Context: an optimization exercise on an open-source flow, tuned for small area. The choices shown serve that exercise and are no tape-out recipe.
The RTL was checked by simulation tests, not by an equivalence proof against the original design.
The clock port is modelled as an ideal driver; clocking choices that lean on that would not hold on a real chip.
Power and IR drop assume default switching activity.

--- design/flow/design.v ---
package segPkg;
  localparam int NUM_LAYERS = 4;
  localparam int PIX_W = 8;
  typedef logic [PIX_W-1:0] pixel_t;
  typedef logic [PIX_W-1:0] weight_t;
  typedef logic [NUM_LAYERS*PIX_W-1:0] layerVec_t;
  typedef logic [NUM_LAYERS-1:0] layerMask_t;
  localparam weight_t WEIGHT_MAX = 8'd255;
endpackage
`timescale 1ns/1ps
module bgLayerMatch (
  input  segPkg::pixel_t    cur_i,
  input  segPkg::pixel_t    th_i,
  input  segPkg::layerVec_t layer_i,
  output logic [3:0]        match_o
);
  function automatic logic lt8(input logic [7:0] x, input logic [7:0] y);
    logic c;
    c = 1'b0;
    for (int k = 0; k < 8; k++) begin
      c = (~x[k] & y[k]) | (~x[k] & c) | (y[k] & c);
    end
    lt8 = c;
  endfunction
  logic [8:0] hi;    
  logic [8:0] lo;    
  always_comb begin
    logic c;
    c = 1'b0;
    for (int k = 0; k < 8; k++) begin
      hi[k] = cur_i[k] ^ th_i[k] ^ c;
      c     = (cur_i[k] & th_i[k]) | (cur_i[k] & c) | (th_i[k] & c);
    end
    hi[8] = c;
    c = 1'b1;
    for (int k = 0; k < 8; k++) begin
      lo[k] = cur_i[k] ^ ~th_i[k] ^ c;
      c     = (cur_i[k] & ~th_i[k]) | (cur_i[k] & c) | (~th_i[k] & c);
    end
    lo[8] = ~c;
  end
  always_comb begin
    for (int i = 0; i < 4; i++) begin
      match_o[i] = (hi[8] | lt8(layer_i[i*8 +: 8], hi[7:0])) &
                   (lo[8] | lt8(lo[7:0], layer_i[i*8 +: 8]));
    end
  end
endmodule
`timescale 1ns/1ps
module fgDecide (
  input  logic [3:0]        matched_i,
  input  segPkg::layerVec_t bgLayerW_i,
  input  segPkg::weight_t   bgTh_i,
  output logic              mask_o,
  output logic [3:0]        winner_o,
  output logic              noMatch_o
);
  function automatic logic lt8(input logic [7:0] x, input logic [7:0] y);
    logic c;
    c = 1'b0;
    for (int k = 0; k < 8; k++) begin
      c = (~x[k] & y[k]) | (~x[k] & c) | (y[k] & c);
    end
    lt8 = c;
  endfunction
  logic [3:0] strongMatch;
  always_comb begin
    for (int i = 0; i < 4; i++) begin
      strongMatch[i] = matched_i[i] & lt8(bgTh_i, bgLayerW_i[i*8 +: 8]);
    end
  end
  assign mask_o = ~(|strongMatch);
  assign winner_o[3] = matched_i[3];
  assign winner_o[2] = matched_i[2] & ~matched_i[3];
  assign winner_o[1] = matched_i[1] & ~(|matched_i[3:2]);
  assign winner_o[0] = matched_i[0] & ~(|matched_i[3:1]);
  assign noMatch_o   = ~(|matched_i);
endmodule
`timescale 1ns/1ps
module bgColorUpdate (
  input  logic              update_i,
  input  logic [3:0]        winner_i,
  input  logic              noMatch_i,
  input  segPkg::pixel_t    cur_i,
  input  segPkg::layerVec_t layer_i,
  output segPkg::layerVec_t layer_o
);
  function automatic logic lt8(input logic [7:0] x, input logic [7:0] y);
    logic c;
    c = 1'b0;
    for (int k = 0; k < 8; k++) begin
      c = (~x[k] & y[k]) | (~x[k] & c) | (y[k] & c);
    end
    lt8 = c;
  endfunction
  segPkg::pixel_t bw;     
  segPkg::pixel_t nw;     
  logic           up, dn;
  always_comb begin
    bw = '0;
    for (int i = 0; i < 4; i++) begin
      bw = bw | (layer_i[i*8 +: 8] & {8{winner_i[i]}});
    end
  end
  assign up = lt8(bw, cur_i);
  assign dn = lt8(cur_i, bw);
  always_comb begin
    logic p;
    p = up | dn;
    for (int k = 0; k < 8; k++) begin
      nw[k] = bw[k] ^ p;
      p     = p & (bw[k] ^ dn);
    end
  end
  always_comb begin
    for (int i = 0; i < 4; i++) begin
      layer_o[i*8 +: 8] = (update_i & winner_i[i]) ? nw : layer_i[i*8 +: 8];
    end
    if (update_i & noMatch_i) layer_o[7:0] = cur_i;
  end
endmodule
`timescale 1ns/1ps
module bgWeightUpdate (
  input  logic              update_i,
  input  logic [3:0]        winner_i,
  input  logic              noMatch_i,
  input  segPkg::weight_t   buildStep_i,
  input  segPkg::layerVec_t weight_i,
  output segPkg::layerVec_t weight_o
);
  logic [7:0] ww, dW;
  always_comb begin
    ww = '0;
    for (int i = 0; i < 4; i++) ww = ww | (weight_i[i*8 +: 8] & {8{winner_i[i]}});
  end
  always_comb begin
    logic c, g;
    c = 1'b0; g = 1'b1;
    for (int k = 0; k < 8; k++) begin
      dW[k] = buildStep_i[k] ^ c;
      c = (ww[k] & buildStep_i[k]) | (ww[k] & c) | (buildStep_i[k] & c);
      g = (ww[k] & buildStep_i[k]) | (ww[k] & g) | (buildStep_i[k] & g);
    end
    dW = dW & {8{~g}};
  end
  always_comb begin
    for (int i = 0; i < 4; i++) begin
      logic [7:0] w; logic z, a, b;
      w = weight_i[i*8 +: 8];
      a = update_i & ~winner_i[i] & (|w);
      b = update_i & winner_i[i];
      z = 1'b1;
      for (int k = 0; k < 8; k++) begin
        weight_o[i*8 + k] = w[k] ^ ((a & z) | (b & dW[k]));
        z = z & ~w[k];
      end
    end
    if (update_i & noMatch_i) weight_o[7:0] = '0;
  end
endmodule
`timescale 1ns/1ps
module segOutReg (
  input  logic      clk_i,
  input  logic      arstN_i,
  input  logic      mask_i,
  input  segPkg::layerVec_t updY_i,
  input  segPkg::layerVec_t updU_i,
  input  segPkg::layerVec_t updV_i,
  input  segPkg::layerVec_t updW_i,
  output segPkg::layerVec_t newLayerY_o,
  output segPkg::layerVec_t newLayerU_o,
  output segPkg::layerVec_t newLayerV_o,
  output segPkg::layerVec_t newLayerW_o,
  output logic      mask_o
);
  always_ff @(posedge clk_i or negedge arstN_i) begin
    if (!arstN_i) begin
      newLayerY_o <= '0;
      newLayerU_o <= '0;
      newLayerV_o <= '0;
      newLayerW_o <= '0;
      mask_o      <= 1'b0;
    end else begin
      newLayerY_o <= updY_i;
      newLayerU_o <= updU_i;
      newLayerV_o <= updV_i;
      newLayerW_o <= updW_i;
      mask_o      <= mask_i;
    end
  end
endmodule
`timescale 1ns/1ps
module segCore (
  input  logic      clk_i,
  input  logic      arstN_i,
  input  segPkg::pixel_t    bdThY_i,
  input  segPkg::pixel_t    bdThU_i,
  input  segPkg::pixel_t    bdThV_i,
  input  segPkg::weight_t   bgTh_i,
  input  logic      update_i,
  input  segPkg::weight_t   buildStep_i,
  input  segPkg::pixel_t    curY_i,
  input  segPkg::pixel_t    curU_i,
  input  segPkg::pixel_t    curV_i,
  input  segPkg::layerVec_t bgLayerY_i,
  input  segPkg::layerVec_t bgLayerU_i,
  input  segPkg::layerVec_t bgLayerV_i,
  input  segPkg::layerVec_t bgLayerW_i,
  output segPkg::layerVec_t newLayerY_o,
  output segPkg::layerVec_t newLayerU_o,
  output segPkg::layerVec_t newLayerV_o,
  output segPkg::layerVec_t newLayerW_o,
  output logic      mask_o
);
  logic [3:0] mY, mU, mV, matched;
  logic [3:0] winner;
  logic       noMatch;
  logic       maskComb;
  segPkg::layerVec_t updY, updU, updV, updW;
  bgLayerMatch i_mY (.cur_i(curY_i), .th_i(bdThY_i), .layer_i(bgLayerY_i), .match_o(mY));
  bgLayerMatch i_mU (.cur_i(curU_i), .th_i(bdThU_i), .layer_i(bgLayerU_i), .match_o(mU));
  bgLayerMatch i_mV (.cur_i(curV_i), .th_i(bdThV_i), .layer_i(bgLayerV_i), .match_o(mV));
  assign matched = mY & mU & mV;
  fgDecide i_decide (
    .matched_i  (matched),
    .bgLayerW_i (bgLayerW_i),
    .bgTh_i     (bgTh_i),
    .mask_o     (maskComb),
    .winner_o   (winner),
    .noMatch_o  (noMatch)
  );
  bgColorUpdate i_updY (.update_i(update_i), .winner_i(winner), .noMatch_i(noMatch),
                        .cur_i(curY_i), .layer_i(bgLayerY_i), .layer_o(updY));
  bgColorUpdate i_updU (.update_i(update_i), .winner_i(winner), .noMatch_i(noMatch),
                        .cur_i(curU_i), .layer_i(bgLayerU_i), .layer_o(updU));
  bgColorUpdate i_updV (.update_i(update_i), .winner_i(winner), .noMatch_i(noMatch),
                        .cur_i(curV_i), .layer_i(bgLayerV_i), .layer_o(updV));
  bgWeightUpdate i_updW (
    .update_i    (update_i),
    .winner_i    (winner),
    .noMatch_i   (noMatch),
    .buildStep_i (buildStep_i),
    .weight_i    (bgLayerW_i),
    .weight_o    (updW)
  );
  segOutReg i_outReg (
    .clk_i       (clk_i),
    .arstN_i     (arstN_i),
    .mask_i      (maskComb),
    .updY_i      (updY),
    .updU_i      (updU),
    .updV_i      (updV),
    .updW_i      (updW),
    .newLayerY_o (newLayerY_o),
    .newLayerU_o (newLayerU_o),
    .newLayerV_o (newLayerV_o),
    .newLayerW_o (newLayerW_o),
    .mask_o      (mask_o)
  );
endmodule
--- design/flow/flow/run.sh ---
#!/bin/bash
# Layout flow: the standard ORFS flow with
#  - synthesis: the standard script, without the full-adder extraction and
#    with an area-oriented ABC script (registers untouched),
#  - port buffers of the smallest buffer cell,
#  - a clock tree of small clock buffers, without dummy loads,
#  - the largest buffers kept out of the layout's repairs.
set -euo pipefail
export MY_WORK=$PWD
export MY_ABC_SCRIPT=$PWD/flow/abc.script
bash standard.sh SYNTH_SCRIPT=$PWD/flow/my_synth.tcl ADDER_MAP_FILE= synth > synth.log 2>&1
DU="sky130_fd_sc_hd__probe_p_8 sky130_fd_sc_hd__probec_p_8 sky130_fd_sc_hd__lpflow_bleeder_1 sky130_fd_sc_hd__lpflow_clkbufkapwr_1 sky130_fd_sc_hd__lpflow_clkbufkapwr_16 sky130_fd_sc_hd__lpflow_clkbufkapwr_2 sky130_fd_sc_hd__lpflow_clkbufkapwr_4 sky130_fd_sc_hd__lpflow_clkbufkapwr_8 sky130_fd_sc_hd__lpflow_clkinvkapwr_1 sky130_fd_sc_hd__lpflow_clkinvkapwr_16 sky130_fd_sc_hd__lpflow_clkinvkapwr_2 sky130_fd_sc_hd__lpflow_clkinvkapwr_4 sky130_fd_sc_hd__lpflow_clkinvkapwr_8 sky130_fd_sc_hd__lpflow_decapkapwr_12 sky130_fd_sc_hd__lpflow_decapkapwr_3 sky130_fd_sc_hd__lpflow_decapkapwr_4 sky130_fd_sc_hd__lpflow_decapkapwr_6 sky130_fd_sc_hd__lpflow_decapkapwr_8 sky130_fd_sc_hd__lpflow_inputiso0n_1 sky130_fd_sc_hd__lpflow_inputiso0p_1 sky130_fd_sc_hd__lpflow_inputiso1n_1 sky130_fd_sc_hd__lpflow_inputiso1p_1 sky130_fd_sc_hd__lpflow_inputisolatch_1 sky130_fd_sc_hd__lpflow_isobufsrc_1 sky130_fd_sc_hd__lpflow_isobufsrc_16 sky130_fd_sc_hd__lpflow_isobufsrc_2 sky130_fd_sc_hd__lpflow_isobufsrc_4 sky130_fd_sc_hd__lpflow_isobufsrc_8 sky130_fd_sc_hd__lpflow_isobufsrckapwr_16 sky130_fd_sc_hd__lpflow_lsbuf_lh_hl_isowell_tap_1 sky130_fd_sc_hd__lpflow_lsbuf_lh_hl_isowell_tap_2 sky130_fd_sc_hd__lpflow_lsbuf_lh_hl_isowell_tap_4 sky130_fd_sc_hd__lpflow_lsbuf_lh_isowell_4 sky130_fd_sc_hd__lpflow_lsbuf_lh_isowell_tap_1 sky130_fd_sc_hd__lpflow_lsbuf_lh_isowell_tap_2 sky130_fd_sc_hd__lpflow_lsbuf_lh_isowell_tap_4"
DU="$DU $(cat flow/dont_use.txt)"
bash standard.sh \
  "DONT_USE_CELLS=$DU" \
  "BUFFER_PORTS_ARGS=-buffer_cell sky130_fd_sc_hd__buf_1" \
  "POST_CTS_TCL=$PWD/flow/post_cts.tcl" \
  "CTS_ARGS=$(cat flow/cts_args.txt)" \
  finish > layout.log 2>&1
--- design/flow/flow/abc.script ---
strash
&get -n
&deepsyn -T 30
&nf -R 1000
&put
--- design/flow/flow/cts_args.txt ---
-sink_clustering_enable -repair_clock_nets -dont_use_dummy_load -buf_list sky130_fd_sc_hd__clkbuf_4 -root_buf sky130_fd_sc_hd__clkbuf_8 -sink_buffer_max_cap_derate 0.6
--- design/flow/flow/dont_use.txt ---
sky130_fd_sc_hd__buf_8 sky130_fd_sc_hd__buf_12 sky130_fd_sc_hd__buf_16 sky130_fd_sc_hd__clkbuf_16
--- design/flow/flow/my_synth.tcl ---
# The standard synthesis (synth_recipe.tcl), with only the combinational
# mapping script given to ABC replaced by flow/abc.script.
proc abc {args} {
  set i [lsearch -exact $args -script]
  if {$i >= 0} {
    lset args [expr {$i + 1}] $::env(MY_ABC_SCRIPT)
  }
  yosys abc {*}$args
}
source $::env(MY_WORK)/synth_recipe.tcl
--- design/flow/flow/post_cts.tcl ---
estimate_parasitics -placement
set upsized 0
foreach buf [get_cells clkbuf*] {
  if {[get_property $buf ref_name] != "sky130_fd_sc_hd__clkbuf_4"} { continue }
  set out [get_pins -of_objects $buf -filter "direction==output"]
  set worst 0
  foreach pin [get_pins -of_objects [get_nets -of_objects $out] -filter "direction==input"] {
    foreach prop {slew_max_rise slew_max_fall} {
      set s [get_property $pin $prop]
      if {$s > $worst} { set worst $s }
    }
  }
  if {$worst > 0.100} {
    puts "post_cts: [get_full_name $buf] sink slew $worst, now clkbuf_8"
    replace_cell $buf sky130_fd_sc_hd__clkbuf_8
    incr upsized
  }
}
puts "post_cts: upsized $upsized clock buffers"
if {$upsized > 0} {
  detailed_placement
  check_placement -verbose
}
--- design/flow/standard.sh ---
#!/bin/bash
# synth_recipe.tcl (not shown) runs the flow's synth.tcl, then flattens the netlist and writes it again
# the make line also repeats each setting of config.mk as NAME=value (left out here)
make -C /OpenROAD-flow-scripts/flow DESIGN_CONFIG=/design/flow/config.mk WORK_HOME=/design/flow/orfs CLKGATE_MAP_FILE= SYNTH_SCRIPT=/design/flow/synth_recipe.tcl "${@:-finish}"
--- design/flow/config.mk ---
export PLATFORM = sky130hd
export DESIGN_NAME = segCore
export DESIGN_NICKNAME = segCore
export VERILOG_FILES = /design/flow/design.v
export SDC_FILE = /design/flow/constraint.sdc
export NUM_CORES = 4
export LEC_CHECK = 0
export ABC_AREA = 1
export CAP_MARGIN = 20
export CORE_MARGIN = 2
export CORE_UTILIZATION = 60
export GPL_TIMING_DRIVEN = 0
export PLACE_DENSITY = 0.75
export SLEW_MARGIN = 20
--- design/flow/constraint.sdc ---
create_clock -name core_clock -period 10.0 [get_ports {clk_i}]
set_input_delay 2.0000 -clock core_clock [delete_from_list [all_inputs] [get_ports {clk_i}]]
set_output_delay 2.0000 -clock core_clock [all_outputs]
set_load 0.01 [all_outputs]
==> results.txt <==
## cell type report
class / instances / area, sq um
multi-input cells: 1029 / 6500
fillers: 1348 / 4220
flip-flops and latches: 129 / 3230
repair buffers: 335 / 1340
inverters: 72 / 270
well taps: 216 / 270
clock buffers: 17 / 165
## power groups by stage
stage	logic (mW)	clock network (mW)	registers [mW]
global placement	1.25	0	0.685
global route	1.46	0.312	0.684
floorplan	0.783	0	0.752
detailed placement	1.29	0	0.685
finish	1.35	0.289	0.676
## critical path, delay by kind of cell
kind | cells | cell delay, ns
xor gates and xnor gates | 1 | 0.18
and+or+nand+nor | 9 | 1.30
AOI/OAI and AO/OA | 11 | 2.50
buffers and inverters | 2 | 0.48
adders and majority gates | 9 | 3.37
## registers in the layout (all words and copies together) (netlist names)
register              count
i_outReg.newLayerU_o     32
i_outReg.newLayerW_o     32
i_outReg.mask_o           1
i_outReg.newLayerY_o     32
i_outReg.newLayerV_o     32
## synthesized netlist by cell type (all sizes together) (6+ instances only)
cell,instances,area [sq um]
nand2,177,664
dfrtp,129,3230
nor2,129,484
o21ai,129,646
maj3,121,1210
a21oi,106,531
clkinv,72,270
xnor2,69,604
o22ai,33,206
a222oi,31,310
a22oi,31,233
xor2,20,175
a221oi,16,140
nand3,15,75.1
nor3,14,70.1
nand2b,12,75.1
nor2b,10,62.6
and2,9,56.3
nor4,9,56.3
a31oi,8,50.1
and3,7,43.8
mux2i,6,60.1
nand4,6,37.5
o211ai,6,45.0
o21a,6,45.0
## worst max-delay path by stage
stage | from | endpoint | slack [ns] | cells after the start
3_5_place_dp | curY_i[2] | i_outReg.newLayerW_o[3] | -0.84 | 33
2_1_floorplan | bdThV_i[2] | i_outReg.newLayerW_o[3] | 0.07 | 30
6_report | curV_i[2] | i_outReg.newLayerW_o[3] | 0.53 | 32
5_1_grt | curV_i[2] | i_outReg.newLayerW_o[3] | 0.02 | 34
3_3_place_gp | curV_i[1] | i_outReg.newLayerW_o[3] | -2.61 | 30
## metal layers
layer	routed length [um]	vias up	GRT usage
li1	-	5262	-
met1	13800	5266	0.514
met2	16300	826	0.655
met3	4470	138	0.0946
met4	1380	0	0.159
met5	0	-	0
## through the flow
step	utilization	std cells	total power [mW]
5_1_grt	0.736	1798	2.45
3_5_place_dp	0.721	1780	1.98
3_3_place_gp	0.710	1769	1.93
2_1_floorplan	-	1230	1.53
6_report	0.736	1798	2.32
## cell families (layout without fill, tap and decap cells)
family                     count (synthesis)  after routing
AOI/OAI and AO/OA                        411            411
xor gates and xnor gates                  89             89
adders and majority gates                121            121
buffers and inverters                     72            424
DFF                                      129            129
muxes                                      7              7
and+or+nand+nor                          401            401
==> out/metrics.cfg <==
[power]
cellLeakagePower_nw = 4.32
pwr-share-clk = 0.125
combPwrFrac = 0.583
intPower_mw = 1.21
p_sw_mw = 1.11
power.density_mw_per_mm2 = 197
seq_power_share = 0.292
switching_share = 0.478
ir_worst_vdd_mv = 0.105

[clock_tree]
tritoncts = yes
path_clk_slew_ns = 0.11
cts_sinks = 129

[sta]
min_period_over_period = 0.947
max_freq_mhz = 106
layout_min_cycle_time_ns = 9.47
rsz0062_at_grt = no
slew_violations = 0
whs_ns = 1.58
fin_setup_tns_ns = 0
finalSetupViolations = 0
tightest_slew_ns = 0.890
relSlewSlack = 0.402
setup_slack_ns = 0.534
final-hold-violation-count = 0

[layout]
antenna_cells = 0
drive_above_1_share = 0.0341
mostFrequentLayoutCells = buf_1 (320), nand2_1 (173), dfrtp_1 (129), nor2_1 (128), o21ai_0 (128)
nNetsFinal = 1779
design_area_sq_mm = 0.0118
final_common_cell = buf_1
area_delta_synth_final_pct = 19.4

[synth]
synth-main-ff-cell = dfrtp_1
ys_types = 52
synth_area_per_cell_sq_um = 8.02
synth-xor-area-share = 0.0790
synth_top_family_by_area = compound AO/OA/AOI/OAI gates
synth_compound_area_frac = 0.263
synth_fa_ha_area_frac = 0.123
ys_seq_elements = 129
yosysWarnings = 5
ys_seq_area_frac = 0.327
netlist_area_sq_mm = 0.00987
synth_mux_area_frac = 0.00723
synth_edf_count = 0
synth_cells = 1230
async_reset_ff_frac = 1.00
synth_nets = 1425
synthSimpleGateAreaFrac = 0.174

[global_route]
grt_pass1_vias = 10800
antenna_found_initial = 0
grt_start_max_net_pins = 63
grt_pass1_wl_um = 55700
grt_overflow_total = 0
gr-usage-all-layers = 0.400

[detailed_routing]
viasPerCell = 6.39
wirelength_um = 36000
drtAntennaViolNets = 0
drtIter0Drc = 1508
wire_per_inst_um = 20.0
vias = 11500
dr.pass1.iters = 9
drc_errors = 0

[die]
pin_count = 324
die_x_um = 132
fp.dieArea_sq_mm = 0.0175
start_util = 0.617
die_h_um = 132
fp.coreArea_sq_mm = 0.0160
row_count = 46

[job]
drv_cap = 0

[worst_setup_path]
required_ns = 10.37
crit_type = in -> reg
worst_path_largest_cell_delay_ns = 0.42
slowest_stage = a2111oi_2
cp-start-kind = primary input
cp_max_fo = 23
crit_arrival_ns = 9.83
setup.worst_path.end_class = flip-flop
crit_path_frequent_cell = maj3_1

[worst_hold_path]
hold_path.class = in -> async

[place]
dp_hpwl_um = 26900
place_area_sq_mm = 0.0115
post-place-ws_ns = -0.844
port_buffers = 323
place.gp.congestion = 1.00

[outcome]
status = finished clean

[afterwards: timing with drivers on the ports]
In the flow no input, the clock included, has a driving cell. The finished layout below was timed again as built, in two steps.
Step 1: set_driving_cell puts a clkbuf_16 on clk_i and a buf_2 on each other input, an assumption about the parent block.
Step 2, shift: input delay + t, output delay - t, t = (earliest + latest rising clock arrival at the registers) / 2. This alone moves slack from input paths to output paths.
a / b / c = no drivers / after step 1 / after step 2; a / b = the first two.
t (ns): 0.485
slack for setup (ns): 0.534 / 0.547 / 0.062
worst register clock-pin slew, ns: 0.11 / 0.11
After both steps setup and hold are still met in this run. For this run, drivers alone change the setup slack by +0.013 ns; drivers and shift together by -0.472 ns.
